Context: an optimization exercise on an open-source flow, tuned for small area, a short achievable clock period and few clock cycles per item. The choices shown serve that exercise and are no tape-out recipe. Only simulation tests tie the RTL to the original design; equivalence was not proved. No run shown here takes its clock network from TritonCTS; it comes from the design's own scripts or RTL. No driver is modelled on the clock port, so clock power and skew are understated where the tree is cut down; a real chip needs a root buffer or a tree. Power is estimated from default activity; no workload was simulated.

==> design/flow/config.mk <==
export PLATFORM = sky130hd
export DESIGN_NAME = at_response_line_parser_unit
export DESIGN_NICKNAME = at_response_line_parser_unit
export VERILOG_FILES = /design/flow/design.v
export SDC_FILE = /design/flow/constraint.sdc
export NUM_CORES = 4
export LEC_CHECK = 0
export CAP_MARGIN = 20
export CORE_MARGIN = 2
export CORE_UTILIZATION = 40
export GPL_ROUTABILITY_DRIVEN = 1
export PLACE_DENSITY = 0.6
export SLEW_MARGIN = 20
export SYNTH_HIERARCHICAL = 1
export SYNTH_MINIMUM_KEEP_SIZE = 0
==> design/flow/constraint.sdc <==
create_clock -name core_clock -period 14.0 [get_ports {clk}]
set_input_delay 2.8000 -clock core_clock [delete_from_list [all_inputs] [get_ports {clk}]]
set_output_delay 2.8000 -clock core_clock [all_outputs]
set_load 0.01 [all_outputs]
==> design/flow/design.v <==
module atrlp_core (
	input  logic       clk,
	input  logic       arst_n,
	input  logic       in_valid,
	input  logic [7:0] in_data,
	output logic       in_ready,
	input  logic       ov,        
	input  logic       ordy,      
	output logic       emit,      
	output logic [1:0] r_kind,
	output logic [7:0] r_byte,
	output logic       r_ok,
	output logic       r_last,
	output logic       rej        
);
	logic        r0_v;
	logic [7:0]  r0_d;
	logic        fin;
	logic [8:0]  st_q, st_d;
	atrlp_inbuf u_inbuf (
		.clk      (clk),
		.arst_n   (arst_n),
		.in_valid (in_valid),
		.in_data  (in_data),
		.in_ready (in_ready),
		.ov       (ov),
		.ordy     (ordy),
		.fin      (fin),
		.r0_v     (r0_v),
		.r0_d     (r0_d)
	);
	atrlp_parse u_parse (
		.r0_v   (r0_v),
		.c      (r0_d),
		.st_q   (st_q),
		.st_d   (st_d),
		.fin    (fin),
		.emit   (emit),
		.r_kind (r_kind),
		.r_byte (r_byte),
		.r_ok   (r_ok),
		.rej    (rej)
	);
	assign r_last = fin;
	atrlp_streg #(.W(4)) u_state_ph (
		.clk    (clk),
		.arst_n (arst_n),
		.ov     (ov),
		.ordy   (ordy),
		.pre    (r0_v),
		.d      (st_d[8:5]),
		.q      (st_q[8:5])
	);
	atrlp_streg #(.W(5)) u_state_sub (
		.clk    (clk),
		.arst_n (arst_n),
		.ov     (ov),
		.ordy   (ordy),
		.pre    (r0_v),
		.d      (st_d[4:0]),
		.q      (st_q[4:0])
	);
endmodule
module atrlp_streg #(
	parameter int W = 1
) (
	input  logic         clk,
	input  logic         arst_n,
	input  logic         ov,
	input  logic         ordy,
	input  logic         pre,
	input  logic [W-1:0] d,
	output logic [W-1:0] q
);
	always_ff @(posedge clk or negedge arst_n) begin
		if (!arst_n)
			q <= '0;
		else if ((!ov || ordy) && pre)
			q <= d;
	end
endmodule
module atrlp_inbuf (
	input  logic       clk,
	input  logic       arst_n,
	input  logic       in_valid,
	input  logic [7:0] in_data,
	output logic       in_ready,
	input  logic       ov,
	input  logic       ordy,
	input  logic       fin,
	output logic       r0_v,
	output logic [7:0] r0_d
);
	logic       r1_v;
	logic [7:0] r1_d;
	logic       rdy_q;     
	logic       free;
	assign in_ready = rdy_q;
	assign free     = !r0_v || ((!ov || ordy) && fin);
	always_ff @(posedge clk or negedge arst_n) begin
		if (!arst_n) begin
			r0_v  <= 1'b0;
			r1_v  <= 1'b0;
			rdy_q <= 1'b1;
		end else begin
			if (free) begin
				r0_v  <= r1_v || in_valid;
				r1_v  <= 1'b0;
				rdy_q <= 1'b1;
			end else if (in_valid && !r1_v) begin
				r1_v  <= 1'b1;
				rdy_q <= 1'b0;
			end
		end
	end
	always_ff @(posedge clk) begin
		if (free)
			r0_d <= r1_v ? r1_d : in_data;
		if (!r1_v)
			r1_d <= in_data;
	end
endmodule
module atrlp_parse (
	input  logic        r0_v,
	input  logic [7:0]  c,
	input  logic [8:0]  st_q,
	output logic [8:0]  st_d,
	output logic        fin,
	output logic        emit,
	output logic [1:0]  r_kind,
	output logic [7:0]  r_byte,
	output logic        r_ok,
	output logic        rej
);
	localparam logic [7:0] CH_TAB   = 8'h09;
	localparam logic [7:0] CH_LF    = 8'h0A;
	localparam logic [7:0] CH_CR    = 8'h0D;
	localparam logic [7:0] CH_SPACE = 8'h20;
	localparam logic [7:0] CH_QUOTE = 8'h22;
	localparam logic [7:0] CH_HASH  = 8'h23;
	localparam logic [7:0] CH_EQ    = 8'h3D;
	localparam logic [7:0] CH_UA    = 8'h41;
	localparam logic [7:0] CH_UR    = 8'h52;
	localparam logic [7:0] CH_UT    = 8'h54;
	localparam logic [7:0] CH_BS    = 8'h5C;
	localparam logic [7:0] CH_LA    = 8'h61;
	localparam logic [7:0] CH_LN    = 8'h6E;
	localparam logic [7:0] CH_LR    = 8'h72;
	localparam logic [7:0] CH_LT    = 8'h74;
	localparam logic [2:0] PH_START = 3'd0;  
	localparam logic [2:0] PH_ONE_U = 3'd1;  
	localparam logic [2:0] PH_ONE_L = 3'd2;  
	localparam logic [2:0] PH_REQ   = 3'd4;  
	localparam logic [2:0] PH_ANS   = 3'd5;  
	localparam logic [2:0] PH_SKIP  = 3'd6;  
	localparam logic [2:0] PH_BAD   = 3'd7;  
	localparam logic [3:0] FR_H0  = 4'd0;
	localparam logic [3:0] FR_H1  = 4'd1;
	localparam logic [3:0] FR_P1  = 4'd2;
	localparam logic [3:0] FR_P1H = 4'd3;
	localparam logic [3:0] FR_P2H = 4'd4;
	localparam logic [3:0] FR_P3  = 4'd5;
	localparam logic [3:0] FR_N   = 4'd6;
	localparam logic [3:0] FR_C   = 4'd7;
	localparam logic [3:0] FR_L   = 4'd8;
	logic [2:0] ph_q, ph_d;
	logic       q_q, q_d;      
	logic [1:0] mp_q, mp_d;    
	logic       bs_q, bs_d;    
	logic [3:0] fr_q, fr_d;    
	logic       hcr_q, hcr_d;  
	logic [4:0] sub_q, sub_d;  
	assign {ph_q, hcr_q, sub_q} = st_q;
	assign {bs_q, fr_q} = sub_q;
	assign mp_q = sub_q[2:1];
	assign q_q  = sub_q[0];
	assign st_d = {ph_d, hcr_d, sub_d};
	always_comb begin
		if (ph_q == PH_REQ)
			sub_d = (ph_d == PH_REQ) ? {2'b00, mp_d, q_d} : 5'b00000;
		else
			sub_d = {bs_d, fr_d};
	end
	logic       eol, virt, c_cr, c_bs, c_blank;
	logic [7:0] x, e, d, up;
	logic       x_bs, x_blank_out, esc, seen;
	logic       fr_emit, dfin;
	logic [7:0] fr_byte;
	logic       d_cr, d_lf;
	logic [3:0] fr_fs;
	assign eol     = (c == CH_LF);
	assign c_cr    = (c == CH_CR);
	assign c_bs    = (c == CH_BS);
	assign c_blank = (c == CH_SPACE || c == CH_TAB);
	assign virt    = hcr_q && !eol;           
	assign x       = virt ? CH_CR : c;
	assign x_bs    = !virt && c_bs;
	assign x_blank_out = !virt && c_blank && !q_q;
	assign seen    = (fr_q != FR_H0) || bs_q;  
	assign rej = r0_v && eol && !(ph_q == PH_START || ph_q == PH_SKIP || (ph_q == PH_ANS && seen));
	assign up = {x[7:6], x[5] & (q_q || !(x[7:5] == 3'b011 && x[4:0] >= 5'd1 && x[4:0] <= 5'd26)), x[4:0]};
	always_comb begin
		esc = 1'b1;
		case (x)
			CH_LR:    e = CH_CR;
			CH_LN:    e = CH_LF;
			CH_LT:    e = CH_TAB;
			CH_QUOTE: e = CH_QUOTE;
			CH_BS:    e = CH_BS;
			default: begin e = CH_BS; esc = 1'b0; end
		endcase
	end
	assign d    = bs_q ? e : x;
	assign d_cr = bs_q ? (x == CH_LR) : (x == CH_CR);
	assign d_lf = bs_q ? (x == CH_LN) : (x == CH_LF);
	always_comb begin
		fr_emit = 1'b1;
		fr_byte = CH_CR;
		dfin    = 1'b0;
		fr_fs   = fr_q;
		case (fr_q)
			FR_H0: begin
				if (d_cr) begin
					fr_emit = 1'b0;
					dfin    = 1'b1;
					fr_fs   = FR_H1;
				end else begin
					fr_fs = FR_P1;
				end
			end
			FR_H1:  fr_fs = FR_P1H;
			FR_P1: begin
				fr_byte = CH_LF;
				fr_fs   = FR_P3;
			end
			FR_P1H: begin
				fr_byte = CH_LF;
				if (d_lf) begin
					dfin  = 1'b1;
					fr_fs = FR_L;
				end else begin
					fr_fs = FR_P2H;
				end
			end
			FR_P2H: fr_fs = FR_P3;
			default: begin  
				fr_byte = d;
				dfin    = 1'b1;
				fr_fs   = d_cr ? FR_C : ((d_lf && fr_q == FR_C) ? FR_L : FR_N);
			end
		endcase
	end
	always_comb begin
		emit   = 1'b0;
		r_kind = 2'd0;
		r_byte = x;
		r_ok   = 1'b0;
		fin    = 1'b1;
		ph_d   = ph_q;
		q_d    = q_q;
		mp_d   = mp_q;
		bs_d   = bs_q;
		fr_d   = fr_q;
		hcr_d  = hcr_q;
		if (eol) begin
			if (ph_q == PH_START || ph_q == PH_SKIP) begin
			end else if (ph_q == PH_ANS && seen) begin
				r_kind = 2'd1;
				emit   = 1'b1;
				fin    = 1'b0;
				if (bs_q) begin
					emit   = fr_emit;
					r_byte = fr_byte;
					fr_d   = fr_fs;
					if (dfin)
						bs_d = 1'b0;
				end else if (fr_q == FR_H1) begin
					r_byte = CH_CR;
					fr_d   = FR_P1H;
				end else if (fr_q == FR_P1H) begin
					r_byte = CH_LF;
					fr_d   = FR_P2H;
				end else if (fr_q == FR_P2H) begin
					r_byte = CH_CR;
					fr_d   = FR_C;
				end else if (fr_q == FR_P1) begin
					r_byte = CH_LF;
					fr_d   = FR_L;
				end else if (fr_q != FR_L) begin
					r_byte = CH_CR;
					fr_d   = FR_P1;
				end else begin
					r_kind = 2'd2;
					r_byte = 8'h00;
					r_ok   = 1'b1;
					fin    = 1'b1;
				end
			end else begin
				emit   = 1'b1;
				r_kind = 2'd2;
				r_byte = 8'h00;
			end
		end else if (!hcr_q && c_cr) begin
			hcr_d = 1'b1;
		end else begin
			case (ph_q)
				PH_START: begin
					if (x == CH_HASH)
						ph_d = PH_SKIP;
					else if (x == CH_UA)
						ph_d = PH_ONE_U;
					else if (x == CH_LA)
						ph_d = PH_ONE_L;
					else
						ph_d = PH_BAD;
				end
				PH_ONE_U, PH_ONE_L: begin
					if ((ph_q == PH_ONE_U && x == CH_UT) || (ph_q == PH_ONE_L && x == CH_LT)) begin
						emit   = 1'b1;
						r_byte = CH_UA;
						fin    = 1'b0;
						ph_d   = PH_REQ;
					end else begin
						ph_d = PH_BAD;
					end
				end
				PH_REQ: begin
					if (mp_q == 2'd2 && x == CH_EQ) begin
						ph_d = PH_ANS;
					end else if (mp_q == 2'd1 && x == CH_LR) begin
						mp_d = 2'd2;
					end else if (mp_q == 2'd2) begin
						emit   = 1'b1;
						r_byte = CH_BS;
						fin    = 1'b0;
						mp_d   = 2'd3;
					end else if (mp_q != 2'd0) begin
						emit   = 1'b1;
						r_byte = (mp_q == 2'd1) ? CH_BS : (q_q ? CH_LR : CH_UR);
						mp_d   = x_bs ? 2'd1 : 2'd0;
						fin    = x_bs || x_blank_out;
					end else if (x_bs) begin
						mp_d = 2'd1;
					end else if (x_blank_out) begin
					end else begin
						emit   = 1'b1;
						r_byte = up;
						if (x == CH_QUOTE)
							q_d = !q_q;
					end
				end
				PH_ANS: begin
					r_kind = 2'd1;
					if (!bs_q && x_bs) begin
						bs_d = 1'b1;
					end else begin
						emit   = fr_emit;
						r_byte = fr_byte;
						fr_d   = fr_fs;
						fin    = dfin && !(bs_q && !esc);
						if (dfin)
							bs_d = 1'b0;
					end
				end
				default: ;  
			endcase
			if (virt && fin && !c_cr) begin
				hcr_d = 1'b0;
				if (ph_d == PH_REQ && (c_bs || (c_blank && !q_d))) begin
					if (c_bs)
						mp_d = 2'd1;
				end else if (ph_d == PH_ANS && c_bs) begin
					bs_d = 1'b1;
				end else begin
					fin = 1'b0;
				end
			end
		end
		if (eol && fin) begin
			ph_d  = PH_START;
			q_d   = 1'b0;
			mp_d  = 2'd0;
			bs_d  = 1'b0;
			fr_d  = FR_H0;
			hcr_d = 1'b0;
		end
		emit = emit && r0_v;
	end
endmodule
module atrlp_outq (
	input  logic        clk,
	input  logic        arst_n,
	input  logic        emit,      
	input  logic [1:0]  r_kind,
	input  logic [7:0]  r_byte,
	input  logic        r_ok,
	input  logic        r_last,
	input  logic        rej,       
	output logic        out_valid,
	input  logic        out_ready,
	output logic [1:0]  out_kind,
	output logic [7:0]  out_byte,
	output logic        out_line_ok,
	output logic [15:0] out_bad_line_count,
	output logic        out_last
);
	logic        valid_q;
	logic [1:0]  kind_q;
	logic        ok_q;
	logic [15:0] cnt_q, cnt_d;
	assign out_valid          = valid_q;
	assign out_kind           = kind_q;
	assign out_line_ok        = ok_q;
	assign out_bad_line_count = cnt_q;
	always_ff @(posedge clk or negedge arst_n) begin
		if (!arst_n)
			valid_q <= 1'b0;
		else if (!valid_q || out_ready)
			valid_q <= emit;
	end
	atrlp_oreg u_oreg (
		.clk    (clk),
		.ov     (valid_q),
		.ordy   (out_ready),
		.d      ({r_kind, r_ok, r_byte, r_last}),
		.q      ({kind_q, ok_q, out_byte, out_last})
	);
	logic [16:0] ones;    
	logic        rs;      
	logic        take;
	assign ones[0] = 1'b1;
	assign rs      = rej && !(&cnt_q);
	assign take    = !valid_q || out_ready;
	always_ff @(posedge clk or negedge arst_n) begin
		if (!arst_n)
			cnt_q <= '0;
		else
			cnt_q <= cnt_d;
	end
	for (genvar i = 0; i < 16; i++) begin : g_bit
		atrlp_cntbit u_bit (
			.take  (take),
			.rs    (rs),
			.ones  (ones[i]),
			.q     (cnt_q[i]),
			.d     (cnt_d[i]),
			.ones1 (ones[i + 1])
		);
	end
endmodule
module atrlp_oreg (
	input  logic        clk,
	input  logic        ov,
	input  logic        ordy,
	input  logic [11:0] d,
	output logic [11:0] q
);
	always_ff @(posedge clk) begin
		if (!ov || ordy)
			q <= d;
	end
endmodule
module atrlp_cntbit (
	input  logic take,
	input  logic rs,
	input  logic ones,
	input  logic q,
	output logic d,
	output logic ones1
);
	assign d     = q ^ (take && rs && ones);
	assign ones1 = ones && q;
endmodule
module at_response_line_parser_unit (
	input  logic         clk,
	input  logic         arst_n,
	input  logic         in_valid,
	input  logic [7:0]   in_data,
	output logic         in_ready,
	output logic         out_valid,
	input  logic         out_ready,
	output logic [1:0]   out_kind,
	output logic [7:0]   out_byte,
	output logic         out_line_ok,
	output logic [15:0]  out_bad_line_count,
	output logic         out_last
);
	logic       emit;
	logic [1:0] r_kind;
	logic [7:0] r_byte;
	logic       r_ok;
	logic       r_last;
	logic       rej;
	atrlp_core u_core (
		.clk      (clk),
		.arst_n   (arst_n),
		.in_valid (in_valid),
		.in_data  (in_data),
		.in_ready (in_ready),
		.ov       (out_valid),
		.ordy     (out_ready),
		.emit     (emit),
		.r_kind   (r_kind),
		.r_byte   (r_byte),
		.r_ok     (r_ok),
		.r_last   (r_last),
		.rej      (rej)
	);
	atrlp_outq u_outq (
		.clk                (clk),
		.arst_n             (arst_n),
		.emit               (emit),
		.r_kind             (r_kind),
		.r_byte             (r_byte),
		.r_ok               (r_ok),
		.r_last             (r_last),
		.rej                (rej),
		.out_valid          (out_valid),
		.out_ready          (out_ready),
		.out_kind           (out_kind),
		.out_byte           (out_byte),
		.out_line_ok        (out_line_ok),
		.out_bad_line_count (out_bad_line_count),
		.out_last           (out_last)
	);
endmodule
==> design/flow/flow/run.sh <==
#!/bin/bash
# The standard layout with these changes:
#  - synthesis restructures the logic with ABC's &deepsyn and maps it with ABC's
#    delay-targeted 'map' (flow/map.abc);
#  - the ports get plain sky130_fd_sc_hd__buf_1 buffers;
#  - the clock tree is one level: the flip-flops are split into 4 groups by position and
#    each group gets a clkbuf_16 driven from the clock port (flow/clock_tree.tcl), in
#    place of ORFS's CTS step;
#  - timing repair after placement and after global routing only resizes gates, and aims
#    at 10.5 ns of setup slack at the design's 14 ns clock (ORFS's own repair aims at
#    0 ns, which every path meets with room to spare).
set -euo pipefail
work=$PWD
# Synthesis: the standard flow's script, with the logic mapped by flow/map.abc (delay-targeted 'map')
# instead of ORFS's abc_speed script.
cat > "$work/my_synth.tcl" <<EOT
proc abc {args} {
  set i [lsearch \$args -script]
  if {\$i >= 0} { lset args [expr {\$i + 1}] $work/flow/map.abc }
  yosys abc {*}\$args
}
source $work/synth_recipe.tcl
EOT
sed "s#SYNTH_SCRIPT=[^ ]*#SYNTH_SCRIPT=$work/my_synth.tcl#" standard.sh > my_standard.sh
export BUFFER_PORTS_ARGS="-buffer_cell sky130_fd_sc_hd__buf_1"
bash my_standard.sh place > flow_place.log 2>&1
export SETUP_SLACK_MARGIN=10.5
export SETUP_MOVE_SEQUENCE=sizeup,swap
RESULTS_DIR=$work/orfs/results/sky130hd/at_response_line_parser_unit/base \
LIB_FILE=$FLOW_HOME/platforms/sky130hd/lib/sky130_fd_sc_hd__tt_025C_1v80.lib \
PLATFORM_DIR=$FLOW_HOME/platforms/sky130hd \
DONT_USE_CELLS="$(make -s -C $FLOW_HOME DESIGN_CONFIG=$work/config.mk WORK_HOME=$work/orfs print-DONT_USE_CELLS | sed 's/^DONT_USE_CELLS: //')" \
CLK_GROUPS=4 CLK_CELL=sky130_fd_sc_hd__clkbuf_16 \
  openroad -no_init -exit flow/clock_tree.tcl > flow_clock_tree.log 2>&1
bash my_standard.sh finish > flow_finish.log 2>&1
==> design/flow/flow/clock_tree.tcl <==
# Clock distribution: the flip-flops are split into K groups by position (k-means) and each
# group gets one clock buffer at its centre, driven straight from the clock port.
proc my_clock_tree {K cell} {
  set block [ord::get_db_block]
  set clknet [$block findNet clk]
  set pts {}
  set its [$clknet getITerms]
  foreach it $its {
    set bb [[$it getInst] getBBox]
    lappend pts [list [expr {([$bb xMin] + [$bb xMax]) / 2}] [expr {([$bb yMin] + [$bb yMax]) / 2}]]
  }
  set n [llength $pts]
  # initial centres: sorted by x+y, evenly spaced
  set order [lsort -integer -indices [lmap p $pts {expr {[lindex $p 0] + [lindex $p 1]}}]]
  set ctr {}
  for {set k 0} {$k < $K} {incr k} {
    lappend ctr [lindex $pts [lindex $order [expr {int(($k + 0.5) * $n / $K)}]]]
  }
  for {set iter 0} {$iter < 50} {incr iter} {
    set asg {}
    foreach p $pts {
      set best 0; set bd 1e30
      for {set k 0} {$k < $K} {incr k} {
        set c [lindex $ctr $k]
        set d [expr {abs([lindex $p 0] - [lindex $c 0]) + abs([lindex $p 1] - [lindex $c 1])}]
        if {$d < $bd} { set bd $d; set best $k }
      }
      lappend asg $best
    }
    set new {}
    for {set k 0} {$k < $K} {incr k} {
      set sx 0; set sy 0; set m 0
      foreach p $pts a $asg { if {$a == $k} { incr sx [lindex $p 0]; incr sy [lindex $p 1]; incr m } }
      if {$m > 0} { lappend new [list [expr {$sx / $m}] [expr {$sy / $m}]] } else { lappend new [lindex $ctr $k] }
    }
    set ctr $new
  }
  set master [[ord::get_db] findMaster $cell]
  for {set k 0} {$k < $K} {incr k} {
    set buf [odb::dbInst_create $block $master clkbuf_leaf_$k]
    set net [odb::dbNet_create $block clknet_leaf_$k]
    $net setSigType CLOCK
    [$buf findITerm A] connect $clknet
    [$buf findITerm X] connect $net
    set c [lindex $ctr $k]
    $buf setLocation [lindex $c 0] [lindex $c 1]
    $buf setPlacementStatus PLACED
    foreach it $its a $asg { if {$a == $k} { $it disconnect; $it connect $net } }
  }
}

# Replaces the CTS step: reads the placed design, adds the clock buffers, legalizes and
# writes the CTS results the later ORFS steps read.
set R $::env(RESULTS_DIR)
read_db $R/3_place.odb
read_liberty $::env(LIB_FILE)
read_sdc $R/3_place.sdc
source $::env(PLATFORM_DIR)/setRC.tcl
my_clock_tree $::env(CLK_GROUPS) $::env(CLK_CELL)
detailed_placement
set_propagated_clock [all_clocks]
estimate_parasitics -placement
set_dont_use $::env(DONT_USE_CELLS)
repair_timing -setup -setup_margin $::env(SETUP_SLACK_MARGIN) -sequence $::env(SETUP_MOVE_SEQUENCE) -skip_last_gasp
detailed_placement
check_placement -verbose
estimate_parasitics -placement
report_clock_latency
report_checks -path_delay max -group_path_count 5 -format end
write_db $R/4_1_cts.odb
write_db $R/4_cts.odb
write_sdc $R/4_cts.sdc
==> design/flow/flow/map.abc <==
strash
&get -n
&deepsyn -I 2 -J 50
&put
dch
map -D 1600
topo
stime -c
buffer -c
upsize -c
dnsize -c
==> design/flow/standard.sh <==
#!/bin/bash
# synth_recipe.tcl (not shown) runs the flow's synth.tcl, then flattens the netlist and writes it again
# the make line also repeats each setting of config.mk as NAME=value (left out here)
make -C /OpenROAD-flow-scripts/flow DESIGN_CONFIG=/design/flow/config.mk WORK_HOME=/design/flow/orfs CLKGATE_MAP_FILE= SYNTH_SCRIPT=/design/flow/synth_recipe.tcl "${@:-finish}"
==> impl_metrics.env, run 1 <==
export IMPL_area_growth_pct=13.9
export IMPL_netlist_area_um2=3250
export IMPL_power_density_nw_per_um2=178
export IMPL_rsz0062_at_grt="true"
export IMPL_clk_latency_ns=0.14
export IMPL_max_vdd_ir_drop_v=0.000101
export IMPL_path_cells="buf_6"
export IMPL_io_pin_count=42
export IMPL_drv_cap=0
export IMPL_netlist_instances=365
export IMPL_dr_total_vias=2793
export IMPL_die_height_um=94.2
export IMPL_final_seq_area_um2=1490
export IMPL_cp_top_family="flip-flops"
export IMPL_dp_hpwl_um=6040
export IMPL_wl_per_cell_um=15.7
export IMPL_first_iter_violations=193
export IMPL_gp_congestion=0.945
export IMPL_yosys_warnings=12
export IMPL_slew_violations=0
export IMPL_core_area_um2=7810
export IMPL_critical_path_max_stage_delay_ns=0.54
export IMPL_num_nets_final=421
export IMPL_vias_per_cell=5.49
export IMPL_multiInputGateArea_um2=1620
export IMPL_fillers=777
export IMPL_slew_headroom_pct=61.1
export IMPL_path_class="reg -> out"
export IMPL_die_x_um=94.2
export IMPL_setup_viol=0
export IMPL_outcome="complete, no violations"
export IMPL_fmax_mhz=280
export IMPL_cts_reportedPaths_clkPinSlew_ns=0.07
export IMPL_grt_ovfl_total=0
export IMPL_drc=0
export IMPL_final_area_um2=3700
export IMPL_dr_pass1_iters=5
export IMPL_dieArea_um2=8870
export IMPL_worst_path_buf_inv=1
export IMPL_io_buffers=41
export IMPL_num_antenna_cells=0
export IMPL_p_total_mw=0.661
export IMPL_crit_slowest_cell="dfstp_2"
export IMPL_worstHoldPathType="reg -> reg"
export IMPL_rows=32
export IMPL_hold_violations=0
export IMPL_hold_worst_slack_ns=0.448
export IMPL_place_area_um2=3510
export IMPL_finalCoreUtilization_pct=47.4
export IMPL_fin_crit_ns=3.58
export IMPL_cp_arrival_ns=0.78
export IMPL_min_period_over_period_pct=25.6
export IMPL_antenna_left=0
export IMPL_power_leakage_nw=1.61
export IMPL_startpoint_type="flip-flop"
export IMPL_critPathCaptureType="primary output"
export IMPL_start_util_pct=41.7
export IMPL_antenna_found_initial=0
export IMPL_cp_data_required_time_ns=11.20
export IMPL_worst_slew_pin_slew_ns=0.579
export IMPL_grt_pass1_wl_um=13100
export IMPL_synth_avg_cell_area_um2=8.91
export IMPL_setup_tns_ns=0
export IMPL_postRouteWirelength_um=8010
export IMPL_drive_gt1_share_pct=21.6
export IMPL_grt_pass1_vias=2636
export IMPL_critPathMaxFanout=2
export IMPL_fin_skew_ns=0.0140
export IMPL_grt_max_degree=30
export IMPL_grt_usage_pct=18.2
## report_power, final
group | leakage, nW | internal [mW] | switching (mW)
sequential | 0.655 | 0.237 | 0.0561
clock | 0.0493 | 0.0512 | 0.0406
combinational | 0.902 | 0.100 | 0.176
total | 1.61 | 0.388 | 0.272
## path summary, 6_finish.rpt
| path | cells after the start | slack, ns | to | start |
|---|---|---|---|---|
| min | 2 | 0.45 | u_core.u_inbuf.r1_d[4] | u_core.u_inbuf.r1_d[4] |
| min in group asynchronous | 2 | 2.65 | u_outq.cnt_q[15] | arst_n |
| max | 1 | 10.42 | in_ready | u_core.u_inbuf.rdy_q |
| max in group asynchronous | 2 | 11.03 | u_core.u_inbuf.rdy_q | arst_n |
| min reg2reg | 2 | 0.45 | u_core.u_inbuf.r1_d[4] | u_core.u_inbuf.r1_d[4] |
| max reg2reg | 17 | 10.58 | u_outq.cnt_q[15] | u_outq.cnt_q[0] |
## state kept, by name, summed over array words and instances, names as in the netlist
signal,count
u_outq.cnt_q,16
u_outq.u_oreg.q,12
u_core.u_inbuf.r0_d,8
u_core.u_inbuf.r1_d,8
u_core.u_state_sub.q,5
u_core.u_state_ph.q,4
u_core.u_inbuf.r0_v,1
u_core.u_inbuf.r1_v,1
u_core.u_inbuf.rdy_q,1
u_outq.valid_q,1
## cell usage in the layout, fill, tap and decap left out, drive strengths merged, types with 3 or more instances in the layout
cell      n
nor4      7
nor2     40
xnor2    16
buf      31
o2111ai   3
and2     16
a31oi     6
o21ai    19
nand4     7
nand2    59
clkbuf   15
a21oi    14
mux2      9
nor3     13
nand3    30
edfxtp   20
inv      42
dfxtp     8
dfrtp    28
## worst register-to-register path: stages (launching register included)
cell and delay [ns]:
dfrtp_1 0.43, and2_4 0.16, and2_2 0.19, and2_2 0.19
and2_4 0.15, and2_2 0.19, and2_2 0.19, and2_2 0.19
and2_2 0.19, and2_2 0.19, and2_4 0.16, and2_2 0.18
and2_2 0.19, and2_2 0.19, and2_2 0.19, and2_2 0.19
nand3_2 0.08, xnor2_2 0.11
## routing by layer
layer | up-vias | share of wire (%) | track usage [%]
li1 | 1345 | - | -
met1 | 1337 | 45 | 26.2
met2 | 100 | 47 | 29.3
met3 | 11 | 6.2 | 2.81
met4 | 0 | 1.8 | 3.14
met5 | - | 0 | 0
## layout make-up
| cell class | instances | area share, % |
|---|---|---|
| Sequential cell | 57 | 40.2 |
| Tap cell | 102 | 3.45 |
| Buffer | 4 | 2.70 |
| Inverter | 42 | 4.39 |
| Timing Repair Buffer | 42 | 5.61 |
| Multi-Input combinational cell | 262 | 43.6 |
## through the flow
step	std cells	setup WS, ns
after floorplan	366	10.49
after global placement	505	10.10
final	509	10.42
after detailed placement	505	10.05
after global routing	509	10.40
Testbench counts, summed over its fixed seeds: cycles 71,637, bytes 57,729.
==> inputs of run 2 (changes only) <==
--- a/design/flow/config.mk
+++ b/design/flow/config.mk
@@ -8,5 +8,5 @@
 export CAP_MARGIN = 20
 export CORE_MARGIN = 2
-export CORE_UTILIZATION = 40
+export CORE_UTILIZATION = 50
 export GPL_ROUTABILITY_DRIVEN = 1
 export PLACE_DENSITY = 0.6
==> run 2 against run 1 <==
  * Still clean
  * Global-route usage is 3.7 points higher
  * Final cell count is 4.9% lower
  * Worst setup slack worse by 0.0075 ns
  * Flip-flop and latch count stayed put
  * Clock power is 0.4% lower
  * Clock skew is 0.0089 ns higher
  * Via count is 1.2% lower
  * Highest routed layer unchanged
==> impl_metrics.env, run 2 <==
export IMPL_grt_pass1_wl_um=13100
export IMPL_final_common_cell="nand2_1"
export IMPL_layout_setup_ws_ns=10.42
export IMPL_p_total_mw=0.659
export IMPL_dr_pass1_iters=5
export IMPL_die_x_um=84.6
export IMPL_netlist_area_um2=3250
export IMPL_fin_crit_ns=3.58
export IMPL_drv_cap=0
export IMPL_synth_avg_cell_area_um2=8.91
export IMPL_p_sw_mw=0.271
export IMPL_postRouteWirelength_um=7780
export IMPL_p_seq_share_pct=44.6
export IMPL_wl_per_cell_um=16.1
export IMPL_yosys_warnings=12
export IMPL_antenna_left=0
export IMPL_crit_start="u_outq.valid_q"
export IMPL_power_frac_clock_pct=13.9
export IMPL_dp_cells=480
export IMPL_antenna_found_initial=0
export IMPL_num_nets_final=421
export IMPL_post_place_ws_ns=10.06
export IMPL_fillers=582
export IMPL_rsz0062_at_grt="true"
export IMPL_max_vdd_ir_drop_v=0.000117
export IMPL_worst_path_buf_inv=1
export IMPL_startpoint_type="flip-flop"
export IMPL_outcome="complete, no violations"
export IMPL_rows=29
export IMPL_power_leakage_nw=1.61
export IMPL_critical_path_max_stage_delay_ns=0.49
export IMPL_dieArea_um2=7160
export IMPL_p_comb_share_pct=41.5
export IMPL_die_height_um=84.6
export IMPL_critPathCaptureType="primary output"
export IMPL_intPower_mw=0.388
export IMPL_layout_common_cells="nand2_1 (53), inv_1 (38), nor2_1 (35)"
export IMPL_grt_ovfl_total=0
export IMPL_dr_total_vias=2760
export IMPL_largest_register_ffs=16
export IMPL_dp_hpwl_um=5880
export IMPL_power_density_nw_per_um2=179
export IMPL_cts_reportedPaths_clkPinSlew_ns=0.07
export IMPL_slew_violations=0
export IMPL_netlist_instances=365
export IMPL_grt_max_degree=30
export IMPL_io_pin_count=42
export IMPL_min_from="u_core.u_inbuf.r1_d[2]"
export IMPL_crit_slowest_cell="dfrtp_2"
export IMPL_io_buffers=41
export IMPL_setup_tns_ns=0
export IMPL_start_util_pct=51.5
export IMPL_cp_arrival_ns=0.78
export IMPL_grt_usage_pct=21.9
export IMPL_setup_viol=0
export IMPL_gp_congestion=0.965
export IMPL_path_cells="buf_6"
export IMPL_clk_latency_ns=0.14
export IMPL_largest_register="u_outq.cnt_q"
export IMPL_vias_per_cell=5.70
export IMPL_path_class="reg -> out"
export IMPL_fmax_mhz=279
export IMPL_drive_gt1_share_pct=21.4
export IMPL_core_area_um2=6310
export IMPL_cp_top_family="flip-flops"
export IMPL_worstHoldPathType="reg -> reg"
export IMPL_fin_cells=484
export IMPL_reg_top3="u_outq.cnt_q (16), u_outq.u_oreg.q (12)"
export IMPL_hold_worst_slack_ns=0.450
export IMPL_grt_pass1_vias=2615
export IMPL_swShare_pct=41.1
export IMPL_min_period_over_period_pct=25.6
export IMPL_timing_rr_start="u_outq.cnt_q[0]"
export IMPL_fin_skew_ns=0.0229
export IMPL_slew_headroom_pct=62.5
export IMPL_num_antenna_cells=0
export IMPL_hold_violations=0
export IMPL_area_growth_pct=13.0
export IMPL_drc=0
export IMPL_critPathMaxFanout=6
export IMPL_worst_slew_pin_slew_ns=0.549
export IMPL_first_iter_violations=246
export IMPL_cp_data_required_time_ns=11.20
-- run 2: area by class of cell --
class                   instances  area, um2  area share [%]
well taps                      77       96.3            2.62
plain buffers                   4        100            2.72
multi-input cells             262       1620            44.0
repair buffers                 42        208            5.65
inverters                      42        163            4.43
flip-flops and latches         57       1490            40.5
-- run 2: metrics by stage --
stage	util (%)	area (um2)
global route	58.2	3670
floorplan	-	3260
finish	58.2	3670
detailed placement	55.0	3470
global placement	55.0	3470
-- run 2: worst paths after layout --
| path | cells past startpoint | end | slack, ns |
|---|---|---|---|
| min in group asynchronous | 2 | u_outq.cnt_q[15] | 2.66 |
| worst max register to register | 17 | u_outq.cnt_q[15] | 10.63 |
| worst max-delay path | 1 | out_valid | 10.42 |
| worst min-delay path | 2 | u_core.u_inbuf.r1_d[2] | 0.45 |
| worst min register to register | 2 | u_core.u_inbuf.r1_d[2] | 0.45 |
| max in group asynchronous | 2 | u_core.u_inbuf.rdy_q | 11.03 |
-- run 2: worst min-delay path, stage by stage (launching register included) --
cell,delay [ns]
dfxtp_1,0.31
nand2_1,0.05
nand2_1,0.07
-- run 2: power groups by stage --
stage	Clock, mW	Sequential [mW]	Combinational, mW
after floorplan	0	0.282	0.194
after global placement	0	0.294	0.258
after detailed placement	0	0.295	0.258
after global routing	0.0980	0.301	0.306
final	0.0914	0.294	0.274
-- run 2: metal layers --
layer,GRT usage (%),wire (um),vias up
met3,1.67,489,15
met2,35.2,3620,111
met5,0,0,-
met4,3.46,173,0
met1,33.1,3490,1295
li1,-,-,1339
==> inputs of run 3 (changes only) <==
--- a/design/flow/config.mk
+++ b/design/flow/config.mk
@@ -8,5 +8,5 @@
 export CAP_MARGIN = 20
 export CORE_MARGIN = 2
-export CORE_UTILIZATION = 50
+export CORE_UTILIZATION = 30
 export GPL_ROUTABILITY_DRIVEN = 1
 export PLACE_DENSITY = 0.6
==> run 3 against run 2 <==
  * Worst setup slack got worse by 0.025 ns
  * Synthesized cell count did not move
  * Routed wire length rose by 4.6%
  * Sequential share of layout area fell by 0.79 points
  * Sequential power barely moved
==> impl_metrics.env, run 3 <==
export IMPL_first_iter_violations=218
export IMPL_cts_reportedPaths_clkPinSlew_ns=0.10
export IMPL_min_period_over_period_pct=25.8
export IMPL_slew_headroom_pct=60.8
export IMPL_crit_start="u_outq.valid_q"
export IMPL_final_area_um2=3750
export IMPL_worst_path_buf_inv=1
export IMPL_min_from="u_core.u_inbuf.r1_d[4]"
export IMPL_drv_cap=0
export IMPL_area_growth_pct=15.2
export IMPL_cp_top_family="flip-flops"
export IMPL_setup_viol=0
export IMPL_hold_violations=0
export IMPL_fmax_mhz=277
export IMPL_start_util_pct=30.4
export IMPL_grt_ovfl_total=0
export IMPL_place_area_um2=3550
export IMPL_antenna_left=0
export IMPL_timing_rr_start="u_outq.cnt_q[0]"
export IMPL_crit_slowest_cell="dfrtp_2"
export IMPL_clk_latency_ns=0.16
export IMPL_reg_top3="u_outq.cnt_q (16), u_outq.u_oreg.q (12)"
export IMPL_die_height_um=108
export IMPL_grt_pass1_vias=2591
export IMPL_worst_slew_pin_slew_ns=0.583
export IMPL_grt_max_degree=30
export IMPL_slew_violations=0
export IMPL_power_density_nw_per_um2=177
export IMPL_path_cells="buf_6"
export IMPL_rows=38
export IMPL_path_class="reg -> out"
export IMPL_dr_total_vias=2809
export IMPL_grt_pass1_wl_um=13100
export IMPL_io_buffers=41
export IMPL_postRouteWirelength_um=8140
export IMPL_critPathMaxFanout=6
export IMPL_dp_hpwl_um=6210
export IMPL_drc=0
export IMPL_largest_register="u_outq.cnt_q"
export IMPL_fin_crit_ns=3.61
export IMPL_worstHoldPathType="reg -> reg"
export IMPL_fin_skew_ns=0.0506
export IMPL_power_leakage_nw=1.61
export IMPL_netlist_area_um2=3250
export IMPL_dr_pass1_iters=5
export IMPL_critPathCaptureType="primary output"
export IMPL_wl_per_cell_um=14.9
export IMPL_drive_gt1_share_pct=21.6
export IMPL_outcome="complete, no violations"
export IMPL_cp_data_required_time_ns=11.20
export IMPL_antenna_found_initial=0
export IMPL_num_antenna_cells=0
export IMPL_num_nets_final=421
export IMPL_rsz0062_at_grt="true"
export IMPL_final_common_cell="nand2_1"
export IMPL_io_pin_count=42
export IMPL_largest_register_ffs=16
export IMPL_core_area_um2=10700
export IMPL_die_x_um=108
export IMPL_critical_path_max_stage_delay_ns=0.50
export IMPL_synth_avg_cell_area_um2=8.91
export IMPL_gp_congestion=0.939
export IMPL_cp_arrival_ns=0.81
export IMPL_dieArea_um2=11700
export IMPL_vias_per_cell=5.14
export IMPL_setup_tns_ns=0
export IMPL_grt_usage_pct=13.6
export IMPL_layout_common_cells="nand2_1 (53), inv_1 (37), nor2_1 (35)"
export IMPL_max_vdd_ir_drop_v=0.000104
export IMPL_yosys_warnings=12
export IMPL_startpoint_type="flip-flop"
export IMPL_netlist_instances=365
[run 3: layout make-up]
type                    count  area, um2
repair buffers             42        205
inverters                  42        160
well taps                 140        175
flip-flops and latches     57       1490
fillers                  1147       6950
multi-input cells         262       1620
plain buffers               4        100
[run 3: worst paths after layout]
path / slack, ns / to / depth (start not counted)
worst max-delay path: 10.39 / out_valid / 1
worst min-delay path: 0.45 / u_core.u_inbuf.r1_d[4] / 2
worst max register to register: 10.61 / u_outq.cnt_q[15] / 17
worst min register to register: 0.45 / u_core.u_inbuf.r1_d[4] / 2
max in group asynchronous: 11.05 / u_core.u_inbuf.rdy_q / 2
min in group asynchronous: 2.62 / u_outq.cnt_q[12] / 2
[run 3: where the power goes]
part           total [mW]  switching [mW]  internal [mW]  leakage [nW]
Clock              0.0919          0.0409         0.0510        0.0493
Sequential          0.294          0.0575          0.237         0.655
Combinational       0.278           0.175          0.102         0.911
[run 3: layer usage]
layer,part of all wire (%),vias to the layer above,track usage (%)
met4,1.8,0,2.75
met1,44,1330,19.5
met2,46,120,22.2
li1,-,1348,-
met5,0,-,0
met3,7.7,11,1.57
[run 3: per-stage QoR]
stage	cells	utilization, %	worst slack [ns]	power [mW]	hold slack (ns)
after global placement	543	33.2	10.11	0.553	0.433
final	547	35.0	10.39	0.664	0.451
after detailed placement	543	33.2	10.08	0.555	0.438
after floorplan	366	-	10.49	0.476	0.414
after global routing	547	35.0	10.37	0.713	0.477
==> inputs of run 4 (changes only) <==
--- a/design/flow/flow/run.sh
+++ b/design/flow/flow/run.sh
@@ -4,5 +4,5 @@
 #    delay-targeted 'map' (flow/map.abc);
 #  - the ports get plain sky130_fd_sc_hd__buf_1 buffers;
-#  - the clock tree is one level: the flip-flops are split into 4 groups by position and
+#  - the clock tree is one level: the flip-flops are split into 3 groups by position and
 #    each group gets a clkbuf_16 driven from the clock port (flow/clock_tree.tcl), in
 #    place of ORFS's CTS step;
@@ -31,5 +31,5 @@
 PLATFORM_DIR=$FLOW_HOME/platforms/sky130hd \
 DONT_USE_CELLS="$(make -s -C $FLOW_HOME DESIGN_CONFIG=$work/config.mk WORK_HOME=$work/orfs print-DONT_USE_CELLS | sed 's/^DONT_USE_CELLS: //')" \
-CLK_GROUPS=4 CLK_CELL=sky130_fd_sc_hd__clkbuf_16 \
+CLK_GROUPS=3 CLK_CELL=sky130_fd_sc_hd__clkbuf_16 \
   openroad -no_init -exit flow/clock_tree.tcl > flow_clock_tree.log 2>&1
 bash my_standard.sh finish > flow_finish.log 2>&1
--- a/design/flow/config.mk
+++ b/design/flow/config.mk
@@ -8,5 +8,5 @@
 export CAP_MARGIN = 20
 export CORE_MARGIN = 2
-export CORE_UTILIZATION = 30
+export CORE_UTILIZATION = 40
 export GPL_ROUTABILITY_DRIVEN = 1
 export PLACE_DENSITY = 0.6
==> run 4 against run 3 <==
  * Sequential share of layout area increased by 0.70 points
  * Total power decreased by 2.3%
  * Area after synthesis unchanged
  * Largest cell class unchanged
  * Routed wire length decreased by 1.7%
  * Register-to-register slack about the same
  * Die area decreased by 24%
==> impl_metrics.env, run 4 <==
export IMPL_outcome="complete, no violations"
export IMPL_grt_usage_pct=18.2
export IMPL_rr_endpoint="u_outq.cnt_q[15]"
export IMPL_first_iter_violations=183
export IMPL_critPathCaptureType="primary output"
export IMPL_cp_data_required_time_ns=11.20
export IMPL_cp_depth=1
export IMPL_reg2regPathDepth=17
export IMPL_core_area_um2=7810
export IMPL_max_vdd_ir_drop_v=0.0000900
export IMPL_min_from="u_core.u_inbuf.r1_d[4]"
export IMPL_crit_slowest_cell="dfstp_2"
export IMPL_dr_total_vias=2792
export IMPL_p_comb_share_pct=42.5
export IMPL_wl_per_cell_um=15.8
export IMPL_dieArea_um2=8870
export IMPL_worst_slew_pin_slew_ns=0.615
export IMPL_antenna_left=0
export IMPL_area_growth_pct=13.2
export IMPL_intPower_mw=0.376
export IMPL_cp_top_family="flip-flops"
export IMPL_p_sw_mw=0.273
export IMPL_worstHoldPathType="reg -> reg"
export IMPL_clk_latency_ns=0.15
export IMPL_path_cells="buf_6"
export IMPL_critical_path_max_stage_delay_ns=0.55
export IMPL_antenna_found_initial=0
export IMPL_drc=0
export IMPL_io_pin_count=42
export IMPL_vias_per_cell=5.50
export IMPL_slew_headroom_pct=58.7
export IMPL_yosys_warnings=12
export IMPL_rsz0062_at_grt="true"
export IMPL_place_area_um2=3510
export IMPL_drv_cap=0
export IMPL_worst_path_buf_inv=1
export IMPL_hold_violations=0
export IMPL_grt_pass1_vias=2630
export IMPL_min_period_over_period_pct=25.7
export IMPL_fmax_mhz=278
export IMPL_netlist_area_um2=3250
export IMPL_grt_max_degree=30
export IMPL_hold_end="u_core.u_inbuf.r1_d[4]"
export IMPL_drive_gt1_share_pct=21.7
export IMPL_gp_congestion=0.945
export IMPL_fin_cells=508
export IMPL_fillers=772
export IMPL_grt_ovfl_total=0
export IMPL_timing_rr_start="u_outq.cnt_q[0]"
export IMPL_final_area_um2=3680
export IMPL_setup_viol=0
export IMPL_start_util_pct=41.7
export IMPL_cts_reportedPaths_clkPinSlew_ns=0.08
export IMPL_dp_hpwl_um=6040
export IMPL_p_seq_share_pct=45.1
export IMPL_final_common_cell="nand2_1"
export IMPL_netlist_instances=365
export IMPL_die_height_um=94.2
export IMPL_num_antenna_cells=0
export IMPL_multiInputGateArea_um2=1620
export IMPL_fin_skew_ns=0.0130
export IMPL_fin_crit_ns=3.60
export IMPL_largest_register_ffs=16
export IMPL_dr_pass1_iters=4
export IMPL_power_frac_clock_pct=12.4
export IMPL_critPathMaxFanout=2
export IMPL_reg_top3="u_outq.cnt_q (16), u_outq.u_oreg.q (12)"
export IMPL_setup_tns_ns=0
export IMPL_rows=32
export IMPL_io_buffers=41
export IMPL_layout_setup_ws_ns=10.40
export IMPL_min_path_cells=2
export IMPL_final_seq_area_um2=1490
export IMPL_synth_avg_cell_area_um2=8.91
export IMPL_swShare_pct=42.1
export IMPL_slew_violations=0
export IMPL_startpoint_type="flip-flop"
export IMPL_die_x_um=94.2
export IMPL_power_density_nw_per_um2=176
export IMPL_path_class="reg -> out"
export IMPL_dp_cells=505
export IMPL_postRouteWirelength_um=8000
export IMPL_power_leakage_nw=1.60
export IMPL_reg2reg_slack_ns=10.61
export IMPL_largest_register="u_outq.cnt_q"
export IMPL_cp_arrival_ns=0.80
export IMPL_layout_common_cells="nand2_1 (53), inv_1 (38), nor2_1 (35)"
export IMPL_grt_pass1_wl_um=13100
export IMPL_post_place_ws_ns=10.05
export IMPL_num_nets_final=420
-- run 4: cell type report --
class                           instances  area share, %
Sequential cell                        57           40.4
Timing Repair Buffer                   42           5.68
Inverter                               42           4.42
Buffer                                  3           2.04
Tap cell                              102           3.47
Multi-Input combinational cell        262           43.9
-- run 4: worst max-delay path by stage --
stage / from / to / slack, ns
global route: u_core.u_inbuf.rdy_q / in_ready / 10.38
floorplan: out_ready / u_outq.cnt_q[0] / 10.49
detailed placement: out_ready / u_outq.cnt_q[1] / 10.05
finish: u_core.u_inbuf.rdy_q / in_ready / 10.40
global placement: out_ready / u_outq.cnt_q[13] / 10.10
-- run 4: per-layer routing --
layer  track usage (%)  part of all wire, %  vias to the layer above
met5                 0                    0                        -
met4              2.54                  1.6                        0
li1                  -                    -                     1342
met3              2.81                  6.0                       12
met2              29.7                   47                      100
met1              26.0                   45                     1338
-- run 4: power by group through the flow --
stage	Combinational [mW]	Clock (mW)	Sequential (mW)
floorplan	0.194	0	0.282
global placement	0.258	0	0.294
detailed placement	0.259	0	0.293
global route	0.306	0.0886	0.299
finish	0.276	0.0804	0.293
-- run 4: through the flow --
stage                     util, %  hold WS (ns)  power (mW)
after floorplan                 -         0.414       0.476
after global placement       44.9         0.435       0.551
after detailed placement     44.9         0.437       0.552
after global routing         47.1         0.473       0.694
final                        47.1         0.452       0.649

-- what the ideal ports hide --
The results above use ideal ports. As a check the final layouts listed here were re-extracted and re-timed, cells and wires unchanged. Step 1: set_driving_cell puts a clkbuf_16 on clk and a buf_2 on each other input, an assumption about the parent block. Step 2 moves the port delays by t, midway between the first and last clock arrival at a register: inputs arrive t later, outputs are due t later. That takes back most of the time a late clock gives input paths. Three values: no drivers, after step 1, after step 2; two values: the first two.
run | t, ns | setup WS [ns] | worst setup path after step 2 | worst data-port slew with drivers (ns)
run 1 | 0.211 | 10.423 / 10.343 / 10.316 | input to register | 0.06
run 2 | 0.210 | 10.415 / 10.336 / 10.334 | input to register | 0.05
run 3 | 0.218 | 10.390 / 10.307 / 10.334 | input to register | 0.05
run 4 | 0.206 | 10.404 / 10.340 / 10.290 | input to register | 0.06
After both steps setup and hold are still met in every run listed. For run 4, which loses most, drivers alone change the setup slack by -0.064 ns; drivers and shift together by -0.114 ns.
